This design comes from an exercise in tuning for small area and a short achievable clock period on the open sky130 flow, not from production work.
RTL that was checked went through simulation tests only; none was proved equivalent to the original.
Power and IR drop assume default switching activity.

== lane 1 ==
==> module viterbi_decoder, before the edit <==
module viterbi_decoder (
   input  wire       clk,
   input  wire       rst,
   input  wire       enable_i,
   input  wire [1:0] symbol_i,
   output wire       d_out_o,
   output wire       d_valid_o
);
   reg [1:0] sym_q;
   reg       frc_q;    
   reg [3:0] ph_q;     
   reg [2:0] bc_q;     
   reg       vld_q;
   always @(posedge clk) begin
      sym_q <= symbol_i;
      frc_q <= (bc_q == 3'd0) && (ph_q < 4'd3);
   end
   always @(posedge clk or negedge rst) begin
      if (!rst) begin
         ph_q  <= 4'd0;
         bc_q  <= 3'd0;
         vld_q <= 1'b0;
      end else if (!enable_i) begin
         ph_q  <= 4'd0;
         bc_q  <= 3'd0;
         vld_q <= 1'b0;
      end else begin
         ph_q <= ph_q + 4'd1;
         if (ph_q == 4'd15 && !bc_q[2])
            bc_q <= bc_q + 3'd1;
         vld_q <= vld_q | (bc_q[2] & (ph_q >= 4'd3));
      end
   end
   reg [3:0] pm [0:7];
   reg [7:0] dec_q;
   genvar j;
   generate
      for (j = 0; j < 4; j = j + 1) begin : g_bf
         localparam [2:0] P0 = 2 * j;
         localparam [1:0] C  = {^(P0 & 3'b111), ^(P0 & 3'b101)};
         wire       up  = (sym_q == C);     
         wire       dn  = (sym_q == ~C);    
         wire [3:0] a0  = pm[2*j];
         wire [3:0] a1  = pm[2*j+1];
         wire [3:0] d   = a1 - a0;
         wire [3:0] dp2 = d + 4'd2;
         wire [3:0] dm2 = d - 4'd2;
         wire       lm2 = dp2[3];           
         wire       l0  = d[3];             
         wire       l2  = dm2[3];           
         wire       sl  = !frc_q && (up ? lm2 : dn ? l2 : l0);
         wire       sh  = !frc_q && (up ? l2 : dn ? lm2 : l0);
         wire [3:0] a0p = a0 + 4'd1;
         wire [3:0] a0m = a0 - 4'd1;
         wire [3:0] a1p = a1 + 4'd1;
         wire [3:0] a1m = a1 - 4'd1;
         always @(posedge clk) begin
            pm[j]      <= sl ? (up ? a1p : dn ? a1m : a1) : (up ? a0m : dn ? a0p : a0);
            pm[j+4]    <= sh ? (up ? a1m : dn ? a1p : a1) : (up ? a0p : dn ? a0m : a0);
            dec_q[j]   <= sl;
            dec_q[j+4] <= sh;
         end
      end
   endgenerate
   reg [32:4] r [0:7];
   genvar n;
   generate
      for (n = 0; n < 8; n = n + 1) begin : g_re
         localparam integer Q0 = (n % 4) * 2;
         always @(posedge clk)
            r[n] <= {~(dec_q[n] ? r[Q0+1][31:4] : r[Q0][31:4]), dec_q[n]};
      end
   endgenerate
   reg [15:0] sr_q;
   reg [32:0] dl_q;
   integer    b;
   always @(posedge clk) begin
      if (ph_q == 4'd2) begin
         for (b = 0; b < 16; b = b + 1)
            sr_q[b] <= r[0][32-b] ^ b[0];
      end else begin
         sr_q <= {r[0][17], sr_q[15:1]};   
      end
      dl_q <= {dl_q[31:0], sr_q[0]};
   end
   assign d_out_o   = dl_q[32];
   assign d_valid_o = vld_q;
endmodule
export LEC_CHECK = 0
export CAP_MARGIN = 20
export CORE_MARGIN = 2
export CORE_UTILIZATION = 40
export SLEW_MARGIN = 20
create_clock -name core_clock -period 5.0 [get_ports {clk}]
run.sh (not shown) runs the stock make flow with config.mk's settings and CLKGATE_MAP_FILE= SYNTH_SCRIPT=/design/flow/synth_recipe.tcl, a recipe that flattens the netlist after the stock synthesis.
Input-level comparison between lane 2 and lane 1:
==> flow/design.v <==
`timescale 1ns/1ps
`default_nettype none
module viterbi_decoder (
   input  wire       clk,
   input  wire       rst,
   input  wire       enable_i,
   input  wire [1:0] symbol_i,
   output wire       d_out_o,
   output wire       d_valid_o
);
   reg [1:0] sym_q;
   reg       frc_q;    
   reg [3:0] ph_q;     
   reg [2:0] bc_q;     
   reg       vld_q;
   always @(posedge clk) begin
      sym_q <= symbol_i;
      frc_q <= (bc_q == 3'd0) && (ph_q < 4'd3);
   end
   always @(posedge clk or negedge rst) begin
      if (!rst) begin
         ph_q  <= 4'd0;
         bc_q  <= 3'd0;
         vld_q <= 1'b0;
      end else if (!enable_i) begin
         ph_q  <= 4'd0;
         bc_q  <= 3'd0;
         vld_q <= 1'b0;
      end else begin
         ph_q <= ph_q + 4'd1;
         if (ph_q == 4'd15 && !bc_q[2])
            bc_q <= bc_q + 3'd1;
         vld_q <= vld_q | (bc_q[2] & (ph_q >= 4'd3));
      end
   end
   reg [3:0] pm [0:7];
   reg [7:0] dec_q;
   genvar j;
   generate
      for (j = 0; j < 4; j = j + 1) begin : g_bf
         localparam [2:0] P0 = 2 * j;
         localparam [1:0] C  = {^(P0 & 3'b111), ^(P0 & 3'b101)};
         wire [1:0] d  = sym_q ^ C;
         wire [3:0] x  = {3'd0, d[1]} + {3'd0, d[0]};
         wire [3:0] xc = 4'd2 - x;
         wire [3:0] a0 = pm[2*j];
         wire [3:0] a1 = pm[2*j+1];
         wire [3:0] s0l = a0 + x;
         wire [3:0] s1l = a1 + xc;
         wire [3:0] s0h = a0 + xc;
         wire [3:0] s1h = a1 + x;
         wire [3:0] dlo = s1l - s0l;
         wire [3:0] dhi = s1h - s0h;
         wire       sl  = !frc_q && dlo[3];   
         wire       sh  = !frc_q && dhi[3];
         always @(posedge clk) begin
            pm[j]      <= sl ? s1l : s0l;
            pm[j+4]    <= sh ? s1h : s0h;
            dec_q[j]   <= sl;
            dec_q[j+4] <= sh;
         end
      end
   endgenerate
   reg [32:4] r [0:7];
   genvar n;
   generate
      for (n = 0; n < 8; n = n + 1) begin : g_re
         localparam integer Q0 = (n % 4) * 2;
         always @(posedge clk)
            r[n] <= {(dec_q[n] ? r[Q0+1][31:4] : r[Q0][31:4]), dec_q[n]};
      end
   endgenerate
   reg [15:0] sr_q;
   reg [32:0] dl_q;
   integer    b;
   always @(posedge clk) begin
      if (ph_q == 4'd2) begin
         for (b = 0; b < 16; b = b + 1)
            sr_q[b] <= r[0][32-b];
      end else begin
         sr_q <= {r[0][17], sr_q[15:1]};   
      end
      dl_q <= {dl_q[31:0], sr_q[0]};
   end
   assign d_out_o   = dl_q[32];
   assign d_valid_o = vld_q;
endmodule
`default_nettype wire
[summary]
Fmax for lane 2 is lower than for lane 1.
What lane 1 reported for inverter count of the layout excluding clock inverters has to be multiplied by 1.4 to get the figure for lane 2.
Lane 2 contains fewer vias than lane 1.
Lane 2 ends up with a final cell count that is 14 higher than in lane 1.
In lane 2, the worst hold slack came out 0.0042 ns above the value in lane 1.
Die area grows by a few percent when moving from lane 1 to lane 2.
STATUS global-route wire length before repair: lane 2 loses against lane 1
Cell area | lane 2 vs lane 1 | lane 2 larger
Looking at non-clock buffer count, lane 2 sits 8 above lane 1.
Against lane 1 as the reference, lane 2 delivers a higher post-synthesis instance area.
Function not checked in lane 1: the RTL went through the layout flow alone.

Another version of the RTL of viterbi_decoder (not shown whole).
Size in the first run: about 940 cells after synthesis, roughly 320 flip-flops, ~11000 um^2 of cells after synthesis.
==> module viterbi_decoder, before the edit <==
module viterbi_decoder (
   input  wire       clk,
   input  wire       rst,
   input  wire       enable_i,
   input  wire [1:0] symbol_i,
   output wire       d_out_o,
   output wire       d_valid_o
);
   function automatic [1:0] code(input integer j);
      reg [2:0] s;
      begin
         s    = 2 * j;
         code = {^(s & 3'b111), ^(s & 3'b101)};
      end
   endfunction
   integer k;
   reg [3:0] up_q;     
   reg [3:0] dn_q;     
   reg       frc_q;    
   reg [3:0] ph_q;     
   reg [2:0] bc_q;     
   reg       vld_q;
   always @(posedge clk) begin
      for (k = 0; k < 4; k = k + 1) begin
         up_q[k] <= (symbol_i == code(k));
         dn_q[k] <= (symbol_i == ~code(k));
      end
      frc_q <= (bc_q == 3'd0) && (ph_q < 4'd3);
   end
   always @(posedge clk or negedge rst) begin
      if (!rst) begin
         ph_q  <= 4'd0;
         bc_q  <= 3'd0;
         vld_q <= 1'b0;
      end else if (!enable_i) begin
         ph_q  <= 4'd0;
         bc_q  <= 3'd0;
         vld_q <= 1'b0;
      end else begin
         ph_q <= ph_q + 4'd1;
         if (ph_q == 4'd15 && !bc_q[2])
            bc_q <= bc_q + 3'd1;
         vld_q <= vld_q | (bc_q[2] & (ph_q >= 4'd3));
      end
   end
   reg [3:0] pm [0:7];
   reg [7:0] dec_q;
   genvar j;
   generate
      for (j = 0; j < 4; j = j + 1) begin : g_bf
         wire       up  = up_q[j];          
         wire       dn  = dn_q[j];          
         wire [3:0] a0  = pm[2*j];
         wire [3:0] a1  = pm[2*j+1];
         wire [3:0] eq  = ~(a1 ^ a0);
         wire [2:0] g   = ~a1[2:0] & a0[2:0];
         wire       b1  = g[0];
         wire       b2  = g[1] | (eq[1] & g[0]);
         wire       b3  = g[2] | (eq[2] & g[1]) | (eq[2] & eq[1] & g[0]);
         wire       e1  = eq[1] ^ ~b1;
         wire       e2  = eq[2] ^ ~b2;
         wire       e3  = eq[3] ^ ~b3;
         wire       sl  = !frc_q & ((e3 & ~(up & e2 & e1)) | (dn & ~e2 & ~e1));
         wire       sh  = !frc_q & ((e3 & ~(dn & e2 & e1)) | (up & ~e2 & ~e1));
         wire [3:0] a0p = a0 + 4'd1;
         wire [3:0] a0m = a0 - 4'd1;
         wire [3:0] a1p = a1 + 4'd1;
         wire [3:0] a1m = a1 - 4'd1;
         wire [3:0] c0l = (j == 0) ? a0 + {up, up, up, up | dn}
                                   : (up ? a0m : dn ? a0p : a0);    
         wire [3:0] c1l = up ? a1p : dn ? a1m : a1;                 
         wire [3:0] c0h = up ? a0p : dn ? a0m : a0;                 
         wire [3:0] c1h = (j == 3) ? a1 + {up, up, up, up | dn}
                                   : (up ? a1m : dn ? a1p : a1);    
         always @(posedge clk) begin
            pm[j]      <= sl ? c1l : c0l;
            pm[j+4]    <= sh ? c1h : c0h;
            dec_q[j]   <= sl;
            dec_q[j+4] <= sh;
         end
      end
   endgenerate
   reg [32:4] r [0:7];
   genvar n;
   generate
      for (n = 0; n < 8; n = n + 1) begin : g_re
         localparam integer Q0 = (n % 4) * 2;
         always @(posedge clk)
            r[n] <= {~(dec_q[n] ? r[Q0+1][31:4] : r[Q0][31:4]), dec_q[n]};
      end
   endgenerate
   reg [15:0] sr_q;
   reg [32:0] dl_q;
   integer    b;
   always @(posedge clk) begin
      if (ph_q == 4'd2) begin
         for (b = 0; b < 16; b = b + 1)
            sr_q[b] <= r[0][32-b] ^ b[0];
      end else begin
         sr_q <= {r[0][17], sr_q[15:1]};   
      end
      dl_q <= {dl_q[31:0], sr_q[0]};
   end
   assign d_out_o   = dl_q[32];
   assign d_valid_o = vld_q;
endmodule
export LEC_CHECK = 0
export CAP_MARGIN = 20
export CORE_MARGIN = 2
export CORE_UTILIZATION = 40
export CTS_CLUSTER_DIAMETER = 100
export CTS_CLUSTER_SIZE = 24
export SETUP_SLACK_MARGIN = 3.0
export SLEW_MARGIN = 20
create_clock -name core_clock -period 5.0 [get_ports {clk}]
Next try:
--- a/flow/design.v
+++ b/flow/design.v
@@ -44,12 +44,13 @@
             bc_q <= bc_q + 3'd1;
          vld_q <= vld_q | (bc_q[2] & (ph_q >= 4'd3));
       end
    end
    reg [3:0] pm [0:7];
    reg [7:0] dec_q;
+   reg [7:0] decn_q;   
    genvar j;
    generate
       for (j = 0; j < 4; j = j + 1) begin : g_bf
          wire       up  = up_q[j];          
          wire       dn  = dn_q[j];          
          wire [3:0] a0  = pm[2*j];
@@ -74,24 +75,27 @@
          wire [3:0] c0h = up ? a0p : dn ? a0m : a0;                 
          wire [3:0] c1h = (j == 3) ? a1 + {up, up, up, up | dn}
                                    : (up ? a1m : dn ? a1p : a1);    
          always @(posedge clk) begin
             pm[j]      <= sl ? c1l : c0l;
             pm[j+4]    <= sh ? c1h : c0h;
-            dec_q[j]   <= sl;
-            dec_q[j+4] <= sh;
+            dec_q[j]    <= sl;
+            dec_q[j+4]  <= sh;
+            decn_q[j]   <= ~sl;
+            decn_q[j+4] <= ~sh;
          end
       end
    endgenerate
    reg [32:4] r [0:7];
    genvar n;
    generate
       for (n = 0; n < 8; n = n + 1) begin : g_re
          localparam integer Q0 = (n % 4) * 2;
          always @(posedge clk)
-            r[n] <= {~(dec_q[n] ? r[Q0+1][31:4] : r[Q0][31:4]), dec_q[n]};
+            r[n] <= {~(({28{dec_q[n]}} & r[Q0+1][31:4]) | ({28{decn_q[n]}} & r[Q0][31:4])),
+                     dec_q[n]};
       end
    endgenerate
    reg [15:0] sr_q;
    reg [32:0] dl_q;
    integer    b;
    always @(posedge clk) begin
Effect: Cell area went down by about 1.8%; sequential cell count went up by 8; worst hold slack hardly moves; via count went up by 9.6%; routed wire length went up by 14%.
The RTL of the second run of this note was laid out without a check of its function.

Setup of the baseline:
viterbi_decoder, a different RTL version from the one above (not shown whole).
For scale: about 330 flip-flops, ~7 I/O pins, about 0.011 mm2 of cells after synthesis.
==> module viterbi_decoder, before the edit <==
module viterbi_decoder (
   input  wire       clk,
   input  wire       rst,
   input  wire       enable_i,
   input  wire [1:0] symbol_i,
   output wire       d_out_o,
   output wire       d_valid_o
);
   function automatic [1:0] code(input integer j);
      reg [2:0] s;
      begin
         s    = 2 * j;
         code = {^(s & 3'b111), ^(s & 3'b101)};
      end
   endfunction
   integer k;
   reg [3:0] up_q;     
   reg [3:0] dn_q;     
   reg       frc_q;    
   reg [3:0] ph_q;     
   reg [2:0] bc_q;     
   reg       vld_q;
   always @(posedge clk) begin
      for (k = 0; k < 4; k = k + 1) begin
         up_q[k] <= (symbol_i == code(k));
         dn_q[k] <= (symbol_i == ~code(k));
      end
      frc_q <= (bc_q == 3'd0) && (ph_q < 4'd3);
   end
   always @(posedge clk or negedge rst) begin
      if (!rst) begin
         ph_q  <= 4'd0;
         bc_q  <= 3'd0;
         vld_q <= 1'b0;
      end else if (!enable_i) begin
         ph_q  <= 4'd0;
         bc_q  <= 3'd0;
         vld_q <= 1'b0;
      end else begin
         ph_q <= ph_q + 4'd1;
         if (ph_q == 4'd15 && !bc_q[2])
            bc_q <= bc_q + 3'd1;
         vld_q <= vld_q | (bc_q[2] & (ph_q >= 4'd3));
      end
   end
   reg [3:0] pm [0:7];
   reg [7:0] dec_q;
   reg [7:0] decn_q;   
   genvar j;
   generate
      for (j = 0; j < 4; j = j + 1) begin : g_bf
         wire       up  = up_q[j];          
         wire       dn  = dn_q[j];          
         wire [3:0] a0  = pm[2*j];
         wire [3:0] a1  = pm[2*j+1];
         wire       bo  = ~a1[0] & a0[0];
         wire [1:0] h1  = a1[2:1];
         wire [1:0] h0  = a0[2:1];
         wire       dz  = (h1 == h0);                   
         wire       dp  = (h1 == h0 + 2'd1);            
         wire       dm  = (h1 == h0 - 2'd1);            
         wire       lt  = (h1[1] < h0[1]) | ((h1[1] == h0[1]) & (h1[0] < h0[0]))
                        | (dz & bo);                    
         wire       e3  = a1[3] ^ a0[3] ^ lt;
         wire       e21 = (dm & ~bo) | (dz & bo);       
         wire       e0n = (dz & ~bo) | (dp & bo);       
         wire       sl  = !frc_q & ((e3 & ~(up & e21)) | (dn & e0n));
         wire       sh  = !frc_q & ((e3 & ~(dn & e21)) | (up & e0n));
         wire       nz  = up | dn;
         wire [3:1] p0  = {&a0[2:0], &a0[1:0], a0[0]};
         wire [3:1] n0  = {~|a0[2:0], ~|a0[1:0], ~a0[0]};
         wire [3:1] p1  = {&a1[2:0], &a1[1:0], a1[0]};
         wire [3:1] n1  = {~|a1[2:0], ~|a1[1:0], ~a1[0]};
         wire [3:0] c0l = a0 ^ {({3{dn}} & p0) | ({3{up}} & n0), nz};    
         wire [3:0] c0h = a0 ^ {({3{up}} & p0) | ({3{dn}} & n0), nz};    
         wire [3:0] c1l = a1 ^ {({3{up}} & p1) | ({3{dn}} & n1), nz};    
         wire [3:0] c1h = a1 ^ {({3{dn}} & p1) | ({3{up}} & n1), nz};    
         always @(posedge clk) begin
            pm[j]      <= sl ? c1l : c0l;
            pm[j+4]    <= sh ? c1h : c0h;
            dec_q[j]    <= sl;
            dec_q[j+4]  <= sh;
            decn_q[j]   <= ~sl;
            decn_q[j+4] <= ~sh;
         end
      end
   endgenerate
   reg [32:4] r [0:7];
   genvar n;
   generate
      for (n = 0; n < 8; n = n + 1) begin : g_re
         localparam integer Q0 = (n % 4) * 2;
         always @(posedge clk)
            r[n] <= {~((r[Q0+1][31:4] | {28{decn_q[n]}}) & (r[Q0][31:4] | {28{dec_q[n]}})),
                     dec_q[n]};
      end
   endgenerate
   reg [15:0] sr_q;
   reg [32:0] dl_q;
   reg        ld_q;    
   reg        ldn_q;   
   integer    b;
   always @(posedge clk) begin
      ld_q  <= (ph_q == 4'd1);
      ldn_q <= (ph_q != 4'd1);
      for (b = 0; b < 15; b = b + 1)
         sr_q[b] <= ~((r[0][32-b] | ldn_q) & (sr_q[b+1] | ld_q));
      sr_q[15] <= ~r[0][17];   
      dl_q <= {dl_q[31:0], ~sr_q[0]};
   end
   assign d_out_o   = dl_q[32];
   assign d_valid_o = vld_q;
endmodule
==> flow/config.mk <==
export PLATFORM = sky130hd
export DESIGN_NAME = viterbi_decoder
export DESIGN_NICKNAME = viterbi_decoder
export VERILOG_FILES = /design/flow/design.v
export SDC_FILE = /design/flow/constraint.sdc
export NUM_CORES = 4
export LEC_CHECK = 0
export ABC_AREA = 1
export CAP_MARGIN = 20
export CORE_MARGIN = 2
export CORE_UTILIZATION = 40
export CTS_CLUSTER_DIAMETER = 100
export CTS_CLUSTER_SIZE = 24
export SETUP_SLACK_MARGIN = 3.0
export SLEW_MARGIN = 20
==> flow/constraint.sdc <==
create_clock -name core_clock -period 5.0 [get_ports {clk}]
set_input_delay 1.0000 -clock core_clock [delete_from_list [all_inputs] [get_ports {clk}]]
set_output_delay 1.0000 -clock core_clock [all_outputs]
set_load 0.01 [all_outputs]
> inputs changed (the baseline -> the candidate)
--- a/flow/design.v
+++ b/flow/design.v
@@ -14,20 +14,15 @@
          s    = 2 * j;
          code = {^(s & 3'b111), ^(s & 3'b101)};
       end
    endfunction
-   integer k;
-   reg [3:0] up_q;     
-   reg [3:0] dn_q;     
+   reg [1:0] sym_q;
    reg       frc_q;    
    reg [3:0] ph_q;     
    reg [2:0] bc_q;     
    reg       vld_q;
    always @(posedge clk) begin
-      for (k = 0; k < 4; k = k + 1) begin
-         up_q[k] <= (symbol_i == code(k));
-         dn_q[k] <= (symbol_i == ~code(k));
-      end
+      sym_q <= symbol_i;
       frc_q <= (bc_q == 3'd0) && (ph_q < 4'd3);
    end
    always @(posedge clk or negedge rst) begin
       if (!rst) begin
@@ -50,10 +45,10 @@
    reg [7:0] decn_q;   
    genvar j;
    generate
       for (j = 0; j < 4; j = j + 1) begin : g_bf
-         wire       up  = up_q[j];          
-         wire       dn  = dn_q[j];          
+         wire       up  = (sym_q == code(j));
+         wire       dn  = (sym_q == ~code(j));
          wire [3:0] a0  = pm[2*j];
          wire [3:0] a1  = pm[2*j+1];
          wire       bo  = ~a1[0] & a0[0];
          wire [1:0] h1  = a1[2:1];
--- outcome ---
- No stage failed in the baseline, and the final checks on the layout all came back clean.
- The candidate ended with every stage complete and zero timing, DRC or antenna violations.
- The candidate vs. the baseline: half-perimeter wire length after placement went up by 0.74%.
- Changes observed in the candidate relative to the baseline: first-pass GRT wire length moved up; routed length on met1 moved down.
- Compared to the baseline, the number of flip-flops in the candidate is lower.
- Diff the baseline and the candidate: power spent charging and discharging nets lower in the candidate
- From the baseline to the candidate the numbers moved as follows: arrival time at the worst endpoint down 0.02 ns; die outline height flat; worst setup slack up 0.019 ns; internal reg-to-reg setup slack up 0.02 ns.

what the ideal ports hide:
The results above use ideal ports. As a check the final layouts listed here were re-extracted and re-timed, cells and wires unchanged.
Step 1 sets driving cells, clkbuf_16 on the clock port and buf_2 on the other inputs (assumed; they add their load-dependent delay and slew).
Step 2 moves the port delays by t, midway between the first and last clock arrival at a register: inputs arrive t later, outputs are due t later. That takes back most of the time a late clock gives input paths.
Three values: no drivers, after step 1, after step 2; two values: the first two.
| run | shift t [ns] | setup WS [ns] | worst setup path after step 2 | latest minus earliest clock arrival (ns) | slew at the worst register clock pin (ns) |
|---|---|---|---|---|---|
| lane 1 | 0.547 | 1.954 / 1.954 / 1.954 | register to register | 0.020 / 0.020 | 0.06 / 0.06 |
| lane 2 | 0.552 | 1.046 / 1.046 / 1.046 | register to register | 0.018 / 0.018 | 0.06 / 0.06 |
| the first run of note 2 | 0.548 | 2.935 / 2.935 / 2.935 | register to register | 0.019 / 0.019 | 0.10 / 0.10 |
| the second run of note 2 | 0.548 | 2.971 / 2.925 / 2.984 | register to register | 0.011 / 0.011 | 0.09 / 0.09 |
| the baseline | 0.542 | 2.956 / 2.912 / 3.013 | input to register | 0.020 / 0.019 | 0.09 / 0.09 |
| the candidate | 0.529 | 2.975 / 2.931 / 3.085 | input to register | 0.018 / 0.018 | 0.09 / 0.09 |
After both steps every run listed still meets setup and hold.
